Context: an optimization exercise on an open-source flow, tuned for small area. The choices shown serve that exercise and are no tape-out recipe. Only simulation tests tie the RTL to the original design; equivalence was not proved. Power is estimated from default activity; no workload was simulated. No driver is modelled on the clock port, so clocking that relies on it looks cheaper here than on a real chip.

run E:
## sliding_window_arq_endpoint
module sliding_window_arq_endpoint #(
  parameter int unsigned WindowSlots = swarq_pkg::WindowSlotsDef
) (
  input  wire                   clk_i,
  input  wire                   rst_ni,
  input  wire                   in_valid_i,
  output logic                  in_ready_o,
  input  wire  [65:0]           in_req_i,
  output logic                  out_valid_o,
  input  wire                   out_ready_i,
  output logic [79:0]           out_rsp_o
);
Settings: LEC_CHECK=0, CAP_MARGIN=20, CORE_MARGIN=2, CORE_UTILIZATION=65, CTS_BUF_LIST=sky130_fd_sc_hd__clkbuf_16, CTS_CLUSTER_DIAMETER=70, CTS_CLUSTER_SIZE=36, SLEW_MARGIN=20, BUFFER_PORTS_ARGS=-buffer_cell sky130_fd_sc_hd__buf_1; clock period 8.0 ns.
standard.sh (not shown) runs the stock make flow with config.mk's settings and CLKGATE_MAP_FILE= SYNTH_SCRIPT=/design/flow/synth_recipe.tcl, a recipe that flattens the netlist after the stock synthesis.
==> flow/flow/run.sh <==
#!/bin/bash
# Standard ORFS layout with two changes: the port buffers are made from the
# smallest buffer, and the combinational cells of the standard synthesis are
# remapped for area (flip-flops untouched, kept by name and cell) before the
# layout reads it. Several ABC scripts are tried; the smallest netlist that
# is proven equal to the standard one is used.
set -euo pipefail
FLOWDIR=$PWD/flow
cat >> config.mk <<EOC
export BUFFER_PORTS_ARGS = -buffer_cell sky130_fd_sc_hd__buf_1
EOC
bash standard.sh synth > synth.log 2>&1
R=orfs/results/$FLOW_PLATFORM/sliding_window_arq_endpoint/base
LIB=$FLOW_HOME/platforms/$FLOW_PLATFORM/lib/sky130_fd_sc_hd__tt_025C_1v80.lib
YOSYS=$FLOW_HOME/../tools/install/yosys/bin/yosys
[[ -x $YOSYS ]] || YOSYS=yosys
cp $R/1_2_yosys.v $R/1_2_yosys_std.v
best=""; best_area=""
for abc in $FLOWDIR/abc_*.abc; do
  n=$(basename $abc .abc)
  sed -e "s#@LIB@#$LIB#g" -e "s#@IN@#$R/1_2_yosys_std.v#" -e "s#@TOP@#$FLOW_TOP#" \
      -e "s#@ABC@#$abc#" -e "s#@OUT@#$R/1_2_yosys_$n.v#" \
      $FLOWDIR/resyn.ys.in > resyn_$n.ys
  sed -e "s#@LIB@#$LIB#g" -e "s#@GOLD@#$R/1_2_yosys_std.v#" -e "s#@GATE@#$R/1_2_yosys_$n.v#" \
      -e "s#@TOP@#$FLOW_TOP#g" $FLOWDIR/equiv.ys.in > equiv_$n.ys
  if $YOSYS -s resyn_$n.ys > resyn_$n.log 2>&1 && $YOSYS -s equiv_$n.ys > equiv_$n.log 2>&1; then
    area=$(grep "Chip area" resyn_$n.log | tail -1 | awk '{print $NF}')
    echo "$n $area" >> remap_areas.txt
    if [[ -z $best_area ]] || awk -v a=$area -v b=$best_area 'BEGIN{exit !(a<b)}'; then
      best=$n; best_area=$area
    fi
  else
    echo "$n failed" >> remap_areas.txt
  fi
done
if [[ -n $best ]]; then
  cp $R/1_2_yosys_$best.v $R/1_2_yosys.v
  touch $R/1_2_yosys.v
  echo "remapped netlist in use: $best $best_area" > remap_status.txt
else
  echo "remap failed; standard netlist kept" > remap_status.txt
fi
bash standard.sh > standard.log 2>&1
Other scripts of this flow, unchanged in this note and not shown: flow/flow/abc_amap.abc, flow/flow/abc_c6.abc, flow/flow/abc_c9.abc, flow/flow/abc_d1.abc, flow/flow/abc_d3.abc, flow/flow/abc_nf.abc, flow/flow/equiv.ys.in, flow/flow/resyn.ys.in
Modified inputs, run B compared to run E
Settings: setting CTS_ARGS to -sink_clustering_enable -repair_clock_nets -sink_clustering_size 36 -sink_clustering_max_diameter 70 -buf_list sky130_fd_sc_hd__clkbuf_16 -dont_use_dummy_load for the first time.
-- flow/flow/run.sh --
<<< run E, line 11
>>> run B, line 11
export CTS_ARGS = -sink_clustering_enable -repair_clock_nets -sink_clustering_size 36 -sink_clustering_max_diameter 70 -buf_list sky130_fd_sc_hd__clkbuf_16 -dont_use_dummy_load
==> flow/flow/abc_ds180.abc (new file) <==
strash
&get -n
&fraig -x
&put
scorr
dc2
strash
&get -n
&deepsyn -T 180
&synch2
&if -K 4 -a
&mfs
&st
&put
dch -f
amap
==> flow/flow/abc_ds60.abc (new file) <==
strash
&get -n
&fraig -x
&put
scorr
dc2
strash
&get -n
&deepsyn -T 60
&synch2
&if -K 4 -a
&mfs
&st
&put
dch -f
amap
==> flow/flow/abc_ds60map.abc (new file) <==
strash
&get -n
&fraig -x
&put
scorr
dc2
strash
&get -n
&deepsyn -T 60
&put
dch -f
amap
## What came out
Compared with run E, run B shows a lower final standard cell count with taps included and fillers excluded.
Summary of run B over run E: first-pass GRT wire length shows a reduction of 2600 um, met2 global-route usage fell 2.3 points.
Run B vs. run E: final critical delay including setup and external delays lost 0.31 ns; fraction of power consumed by combinational cells lower; setup slack rose by 0.31 ns.
Run B vs. run E: count of endpoints failing setup in the final report essentially unchanged; violation count after the first detailed-routing iteration went down 261.

-- port drivers added, routing unchanged --
No port has a modelled driver above. Below, the same layouts with a new extraction and two added sets of constraints. Step 1 (the two cells are an assumption about what drives the block):
set clk [get_ports {clk_i}]
set_driving_cell -lib_cell sky130_fd_sc_hd__clkbuf_16 $clk
set_driving_cell -lib_cell sky130_fd_sc_hd__buf_2 [delete_from_list [all_inputs] $clk]
Step 2, shift: input delay + t, output delay - t, t = (earliest + latest rising clock arrival at the registers) / 2. This alone moves slack from input paths to output paths. a / b / c = ideal / step 1 / step 2; a / b = the first two.
run	t, ns	slack for setup (ns)	worst hold slack (ns)	latest minus earliest clock arrival (ns)	cell pins on the clock port's net
run E	0.597	2.399 / 2.350 / 2.498	0.326 / 0.326 / 0.326	0.026 / 0.027	1
run B	0.579	2.712 / 2.690 / 2.690	0.269 / 0.269 / 0.269	0.086 / 0.085	1
After both steps every run listed still meets setup and hold. The setup slack of run B, which loses most, moves by -0.022 ns with the drivers and by -0.022 ns with both steps.
